What follows belongs to an exercise in optimizing a design on an open flow for small area; a production flow would make more cautious choices. Where RTL was checked, it was by simulation tests only, not by an equivalence proof against the original.

## synthCore
module synthCore
(
	input logic MAX10_CLK2_50,
	input logic rstN,
	input logic sampleTick,
	input logic [25:0] cfg,
	output logic signed [15:0] sampleOut,
	output logic sampleValid
);
	logic [3:0][3:0] notes;
	logic [3:0][1:0] waves;
	logic [15:0] amp;
	logic rtV;
	logic [1:0] rtIdx;
	logic [3:0][7:0] ph;
	logic [2:0] st;
	logic [7:0] tap;
	logic [7:0] sp;
	logic [1:0] sw;
	logic lastF;
	logic [32:0] acc;
	wire wrV = cfg[25] & ~cfg[24];
	wire wrA = cfg[25] & cfg[24];
	always_ff @(posedge MAX10_CLK2_50 or negedge rstN) begin
		if (!rstN) begin
			notes <= '0;
			waves <= '0;
			amp <= '0;
			rtV <= 1'b0;
		end else begin
			rtV <= wrV;
			if (wrV) begin
				notes[cfg[23:22]] <= cfg[21:18];
				waves[cfg[23:22]] <= cfg[17:16];
			end
			if (wrA) amp <= cfg[15:0];
		end
	end
	always_ff @(posedge MAX10_CLK2_50) rtIdx <= cfg[23:22];
	wire [1:0] vi = st[1:0];
	wire [7:0] phSel = ph[vi];
	wire [7:0] phNext = phSel + {4'b0, notes[vi]} + 8'd1;
	always_ff @(posedge MAX10_CLK2_50 or negedge rstN) begin
		if (!rstN) begin
			ph <= '0;
		end else begin
			for (int i = 0; i < 4; i++) begin
				if (rtV && rtIdx == 2'(i)) ph[i] <= '0;
				else if (st[2] && vi == 2'(i)) ph[i] <= phNext;
			end
		end
	end
	wire [1:0] tIdx = st[1:0] - 2'd1;
	wire tV = (st[2] & (st[1:0] != 2'd0)) | (st == 3'b000);
	always_ff @(posedge MAX10_CLK2_50) begin
		tap <= phSel;
		sp <= tap;
		sw <= tV ? waves[tIdx] : 2'd0;
	end
	logic [7:0] x;
	logic sn;
	logic [4:0] one, two, neg;
	wire isSq = (sw == 2'd2);
	wire isTri = (sw == 2'd3);
	always_comb begin
		case (sw)
			2'd1: begin x = {~sp[7], sp[6:0]}; sn = 1'b0; end
			2'd2: begin x = 8'h80; sn = ~sp[7]; end
			2'd3: begin x = {~sp[6], sp[5:0], 1'b0}; sn = sp[7]; end
			default: begin x = 8'h00; sn = 1'b0; end
		endcase
		one[0] = isSq;
		two[0] = isTri & sp[7];
		neg[0] = (isSq & ~sp[7]) | (isTri & sp[7]);
		for (int i = 0; i < 4; i++) begin
			logic b2, b1, b0;
			b2 = x[2*i+1];
			b1 = x[2*i];
  ...
For scale: about 980 cells after synthesis, ~150 flip-flops, ~46 I/O pins.
==> module synthCore, before the edit <==
module synthCore
(
	input logic MAX10_CLK2_50,
	input logic rstN,
	input logic sampleTick,
	input logic [25:0] cfg,
	output logic signed [15:0] sampleOut,
	output logic sampleValid
);
	logic [3:0][3:0] notes;
	logic [3:0][1:0] waves;
	logic [15:0] amp;
	logic rtV;
	logic [1:0] rtIdx;
	logic [3:0][7:0] ph;
	logic [2:0] st;
	logic [7:0] tap;
	logic [7:0] sp;
	logic [1:0] sw;
	logic lastF;
	logic [32:0] acc;
	wire wrV = cfg[25] & ~cfg[24];
	wire wrA = cfg[25] & cfg[24];
	always_ff @(posedge MAX10_CLK2_50 or negedge rstN) begin
		if (!rstN) begin
			notes <= '0;
			waves <= '0;
			amp <= '0;
			rtV <= 1'b0;
		end else begin
			rtV <= wrV;
			if (wrV) begin
				notes[cfg[23:22]] <= cfg[21:18];
				waves[cfg[23:22]] <= cfg[17:16];
			end
			if (wrA) amp <= cfg[15:0];
		end
	end
	always_ff @(posedge MAX10_CLK2_50) rtIdx <= cfg[23:22];
	wire [1:0] vi = st[1:0];
	wire [7:0] phSel = ph[vi];
	wire [7:0] phNext = phSel + {4'b0, notes[vi]} + 8'd1;
	always_ff @(posedge MAX10_CLK2_50 or negedge rstN) begin
		if (!rstN) begin
			ph <= '0;
		end else begin
			for (int i = 0; i < 4; i++) begin
				if (rtV && rtIdx == 2'(i)) ph[i] <= '0;
				else if (st[2] && vi == 2'(i)) ph[i] <= phNext;
			end
		end
	end
	wire [1:0] tIdx = st[1:0] - 2'd1;
	wire tV = (st[2] & (st[1:0] != 2'd0)) | (st == 3'b000);
	always_ff @(posedge MAX10_CLK2_50) begin
		tap <= phSel;
		sp <= tap;
		sw <= tV ? waves[tIdx] : 2'd0;
	end
	logic [7:0] x;
	logic sn;
	logic [4:0] one, two, neg;
	wire isSq = (sw == 2'd2);
	wire isTri = (sw == 2'd3);
	always_comb begin
		case (sw)
			2'd1: begin x = {~sp[7], sp[6:0]}; sn = 1'b0; end
			2'd2: begin x = 8'h80; sn = ~sp[7]; end
			2'd3: begin x = {~sp[6], sp[5:0], 1'b0}; sn = sp[7]; end
			default: begin x = 8'h00; sn = 1'b0; end
		endcase
		one[0] = isSq;
		two[0] = isTri & sp[7];
		neg[0] = (isSq & ~sp[7]) | (isTri & sp[7]);
		for (int i = 0; i < 4; i++) begin
			logic b2, b1, b0;
			b2 = x[2*i+1];
			b1 = x[2*i];
			b0 = (i == 0) ? 1'b0 : x[2*i-1];
			one[i+1] = b1 ^ b0;
			two[i+1] = (b2 & ~b1 & ~b0) | (~b2 & b1 & b0);
			neg[i+1] = b2 ^ sn;
		end
	end
	wire [32:0] sum;
	voiceMixer mac (
		.A(amp),
		.one(one),
		.two(two),
		.neg(neg),
		.ag(acc),
		.sum(sum)
	);
	always_ff @(posedge MAX10_CLK2_50) acc <= (lastF | ~rstN) ? 33'd0 : sum;
	always_ff @(posedge MAX10_CLK2_50 or negedge rstN) begin
		if (!rstN) begin
			st <= 3'b001;
			lastF <= 1'b0;
			sampleValid <= 1'b0;
			sampleOut <= '0;
		end else begin
			if (st[2]) st <= {~&st[1:0], st[1:0] + 2'd1};
			else st <= sampleTick ? 3'b100 : 3'b001;
			lastF <= (st == 3'b000);
			sampleValid <= lastF;
			if (lastF) sampleOut <= sum[32:17];
		end
	end
endmodule
export LEC_CHECK = 0
export CAP_MARGIN = 20
export CORE_MARGIN = 2
export CORE_UTILIZATION = 60
export CTS_BUF_LIST = sky130_fd_sc_hd__clkbuf_8
export SLEW_MARGIN = 20
export BUFFER_PORTS_ARGS = -buffer_cell sky130_fd_sc_hd__buf_1
export CTS_ARGS = -sink_clustering_enable -repair_clock_nets -dont_use_dummy_load -buf_list {sky130_fd_sc_hd__clkbuf_4 sky130_fd_sc_hd__clkbuf_8}
create_clock -name core_clock -period 10.0 [get_ports {MAX10_CLK2_50}]
standard.sh (not shown) runs the stock make flow with config.mk's settings and CLKGATE_MAP_FILE= SYNTH_SCRIPT=/design/flow/synth_recipe.tcl, a recipe that flattens the netlist after the stock synthesis.
==> flow/flow/run.sh <==
#!/bin/bash
# The standard ORFS layout (the standard.sh, standard synthesis) with two
# changes: the port buffers are the smallest buffer cell, and clock tree
# synthesis inserts no dummy loads.
set -euo pipefail
cat >> config.mk <<'EOC'
export BUFFER_PORTS_ARGS = -buffer_cell sky130_fd_sc_hd__buf_1
export CTS_ARGS = -sink_clustering_enable -repair_clock_nets -dont_use_dummy_load -buf_list {sky130_fd_sc_hd__clkbuf_4 sky130_fd_sc_hd__clkbuf_8}
EOC
bash standard.sh finish > flow.log 2>&1
==> next run, changes <==
--- a/flow/design.v
+++ b/flow/design.v
@@ -383,13 +383,12 @@
 	logic [3:0][1:0] waves;
 	logic [15:0] amp;
 	logic rtV;
 	logic [1:0] rtIdx;
 	logic [3:0][7:0] ph;
 	logic [2:0] st;
-	logic [7:0] tap;
 	logic [7:0] sp;
 	logic [1:0] sw;
 	logic lastF;
 	logic [32:0] acc;
 	wire wrV = cfg[25] & ~cfg[24];
 	wire wrA = cfg[25] & cfg[24];
@@ -407,29 +406,32 @@
 			end
 			if (wrA) amp <= cfg[15:0];
 		end
 	end
 	always_ff @(posedge MAX10_CLK2_50) rtIdx <= cfg[23:22];
 	wire [1:0] vi = st[1:0];
-	wire [7:0] phSel = ph[vi];
-	wire [7:0] phNext = phSel + {4'b0, notes[vi]} + 8'd1;
+	wire enV = st[2];
+	wire [1:0] tIdx = st[1:0] - 2'd1;
+	wire tV = (st[2] & (st[1:0] != 2'd0)) | (st == 3'b000);
+	logic pzT;
+	wire [7:0] phSel = ph[tIdx];
+	wire [7:0] phNext = phSel + {4'b0, notes[tIdx]} + 8'd1;
+	wire [3:0] hit = rtV ? (4'b0001 << rtIdx) : 4'b0000;
 	always_ff @(posedge MAX10_CLK2_50 or negedge rstN) begin
 		if (!rstN) begin
 			ph <= '0;
 		end else begin
 			for (int i = 0; i < 4; i++) begin
-				if (rtV && rtIdx == 2'(i)) ph[i] <= '0;
-				else if (st[2] && vi == 2'(i)) ph[i] <= phNext;
+				if (tV && tIdx == 2'(i)) ph[i] <= (pzT | hit[i]) ? 8'd0 : phNext;
+				else if (hit[i] && !(enV && vi == 2'(i))) ph[i] <= '0;
 			end
 		end
 	end
-	wire [1:0] tIdx = st[1:0] - 2'd1;
-	wire tV = (st[2] & (st[1:0] != 2'd0)) | (st == 3'b000);
 	always_ff @(posedge MAX10_CLK2_50) begin
-		tap <= phSel;
-		sp <= tap;
+		pzT <= hit[vi];
+		sp <= phSel;
 		sw <= tV ? waves[tIdx] : 2'd0;
 	end
 	logic [7:0] x;
 	logic sn;
 	logic [4:0] one, two, neg;
 	wire isSq = (sw == 2'd2);
What happened:
- final area drops by 0.33%
- wire length increases by 0.73%
- synthesized cell count stays flat
- non-clock buffer count is lower by 3
- global-route usage rose by 0.10 points
- final cell count falls by 0.41%
- die area rose by 0.70%
- utilization shrinks by 0.44 points
- clock skew stays flat
- sequential share of layout area drops by 1.2 points
Only the layout flow was run in the second run of this note; the RTL was not checked for function there.

---

Setup of exp/maple:
Another version of the RTL of synthCore (not shown whole).
Size: roughly 1100 cells after synthesis, roughly 150 flip-flops, about 46 I/O pins, ~0.010 sq mm of cells after synthesis.
==> module synthCore, before the edit <==
module synthCore
(
	input logic MAX10_CLK2_50,
	input logic rstN,
	input logic sampleTick,
	input logic [25:0] cfg,
	output logic signed [15:0] sampleOut,
	output logic sampleValid
);
	logic [3:0][3:0] notes;
	logic [3:0][1:0] waves;
	logic [15:0] amp;
	logic rtV;
	logic [1:0] rtIdx;
	logic [3:0][7:0] ph;
	logic [2:0] st;
	logic [7:0] tap;
	logic [7:0] sp;
	logic [1:0] sw;
	logic lastF;
	logic [32:0] acc;
	wire wrV = cfg[25] & ~cfg[24];
	wire wrA = cfg[25] & cfg[24];
	always_ff @(posedge MAX10_CLK2_50) begin
		if (!rstN) begin
			notes <= '0;
			waves <= '0;
			amp <= '0;
			rtV <= 1'b0;
		end else begin
			rtV <= wrV;
			if (wrV) begin
				notes[cfg[23:22]] <= cfg[21:18];
				waves[cfg[23:22]] <= cfg[17:16];
			end
			if (wrA) amp <= cfg[15:0];
		end
	end
	always_ff @(posedge MAX10_CLK2_50) rtIdx <= cfg[23:22];
	wire [1:0] vi = st[1:0];
	wire [7:0] phSel = ph[vi];
	wire [7:0] phNext = phSel + {4'b0, notes[vi]} + 8'd1;
	always_ff @(posedge MAX10_CLK2_50) begin
		if (!rstN) begin
			ph <= '0;
		end else begin
			for (int i = 0; i < 4; i++) begin
				if (rtV && rtIdx == 2'(i)) ph[i] <= '0;
				else if (st[2] && vi == 2'(i)) ph[i] <= phNext;
			end
		end
	end
	wire [1:0] tIdx = st[1:0] - 2'd1;
	wire tV = (st[2] & (st[1:0] != 2'd0)) | (st == 3'b000);
	always_ff @(posedge MAX10_CLK2_50) begin
		tap <= phSel;
		sp <= tap;
		sw <= tV ? waves[tIdx] : 2'd0;
	end
	logic [7:0] x;
	logic sn;
	logic [4:0] one, two, neg;
	wire isSq = (sw == 2'd2);
	wire isTri = (sw == 2'd3);
	always_comb begin
		case (sw)
			2'd1: begin x = {~sp[7], sp[6:0]}; sn = 1'b0; end
			2'd2: begin x = 8'h80; sn = ~sp[7]; end
			2'd3: begin x = {~sp[6], sp[5:0], 1'b0}; sn = sp[7]; end
			default: begin x = 8'h00; sn = 1'b0; end
		endcase
		one[0] = isSq;
		two[0] = isTri & sp[7];
		neg[0] = (isSq & ~sp[7]) | (isTri & sp[7]);
		for (int i = 0; i < 4; i++) begin
			logic b2, b1, b0;
			b2 = x[2*i+1];
			b1 = x[2*i];
			b0 = (i == 0) ? 1'b0 : x[2*i-1];
			one[i+1] = b1 ^ b0;
			two[i+1] = (b2 & ~b1 & ~b0) | (~b2 & b1 & b0);
			neg[i+1] = b2 ^ sn;
		end
	end
	wire [32:0] sum;
	voiceMixer mac (
		.A(amp),
		.one(one),
		.two(two),
		.neg(neg),
		.ag(acc),
		.sum(sum)
	);
	always_ff @(posedge MAX10_CLK2_50) acc <= (lastF | ~rstN) ? 33'd0 : sum;
	always_ff @(posedge MAX10_CLK2_50 or negedge rstN) begin
		if (!rstN) begin
			st <= 3'b001;
			lastF <= 1'b0;
			sampleValid <= 1'b0;
			sampleOut <= '0;
		end else begin
			if (st[2]) st <= {~&st[1:0], st[1:0] + 2'd1};
			else st <= sampleTick ? 3'b100 : 3'b001;
			lastF <= (st == 3'b000);
			sampleValid <= lastF;
			if (lastF) sampleOut <= sum[32:17];
		end
	end
endmodule
export LEC_CHECK = 0
export CAP_MARGIN = 20
export CORE_MARGIN = 2
export CORE_UTILIZATION = 60
export CTS_BUF_LIST = sky130_fd_sc_hd__clkbuf_8
export SLEW_MARGIN = 20
create_clock -name core_clock -period 10.0 [get_ports {MAX10_CLK2_50}]
run.sh (not shown) runs the stock make flow with config.mk's settings and CLKGATE_MAP_FILE= SYNTH_SCRIPT=/design/flow/synth_recipe.tcl, a recipe that flattens the netlist after the stock synthesis.
Stock flow here: none of the scripts above is used.
Input-level comparison between exp/tundra and exp/maple:
--- a/flow/design.v
+++ b/flow/design.v
@@ -393,7 +393,7 @@
 	logic [32:0] acc;
 	wire wrV = cfg[25] & ~cfg[24];
 	wire wrA = cfg[25] & cfg[24];
-	always_ff @(posedge MAX10_CLK2_50) begin
+	always_ff @(posedge MAX10_CLK2_50 or negedge rstN) begin
 		if (!rstN) begin
 			notes <= '0;
 			waves <= '0;
@@ -412,7 +412,7 @@
 	wire [1:0] vi = st[1:0];
 	wire [7:0] phSel = ph[vi];
 	wire [7:0] phNext = phSel + {4'b0, notes[vi]} + 8'd1;
-	always_ff @(posedge MAX10_CLK2_50) begin
+	always_ff @(posedge MAX10_CLK2_50 or negedge rstN) begin
 		if (!rstN) begin
 			ph <= '0;
 		end else begin
Notes after the runs:
- Final-layout clock-cell area share essentially unchanged between exp/tundra and exp/maple.
- Looking only at routability-driven placement congestion ratio, and setting everything else aside, the higher value of exp/tundra and exp/maple goes to exp/tundra.
- Relative to exp/maple, global-route wire length before repair has increased by about 1.4% in exp/tundra.
- Register share of the cell area in exp/tundra vs exp/maple: up 2.9 points
- Measured against each other, exp/tundra and exp/maple differ in worst setup slack before clock tree synthesis, the lower figure coming from exp/maple.
- Compared with exp/maple, exp/tundra ends up with more cell area.
- In the flow results for exp/tundra and exp/maple, the routed wire length is smaller on exp/maple.
No functional check of the RTL was part of exp/maple.

==> port drivers added, routing unchanged <==
How much do the figures lean on ideal ports? The routed layouts below were timed once more, with nothing changed but the port constraints.
Step 1: set_driving_cell puts a clkbuf_16 on MAX10_CLK2_50 and a buf_2 on each other input, an assumption about the parent block.
Step 2 moves the port delays by t, midway between the first and last clock arrival at a register: inputs arrive t later, outputs are due t later. That takes back most of the time a late clock gives input paths.
Three values: ideal ports, drivers, drivers and shift; two values: the first two.
run | t (ns) | slack for setup (ns) | worst setup path at the end | worst data-port slew with drivers (ns)
the first run of note 1 | 0.475 | 1.444 / 1.444 / 1.444 | register to register | 0.03
the second run of note 1 | 0.477 | 1.812 / 1.812 / 1.812 | register to register | 0.03
exp/maple | 0.489 | 1.476 / 1.476 / 1.476 | register to register | 0.04
exp/tundra | 0.503 | 1.491 / 1.491 / 1.491 | register to register | 0.05
After both steps every run listed still meets setup and hold.
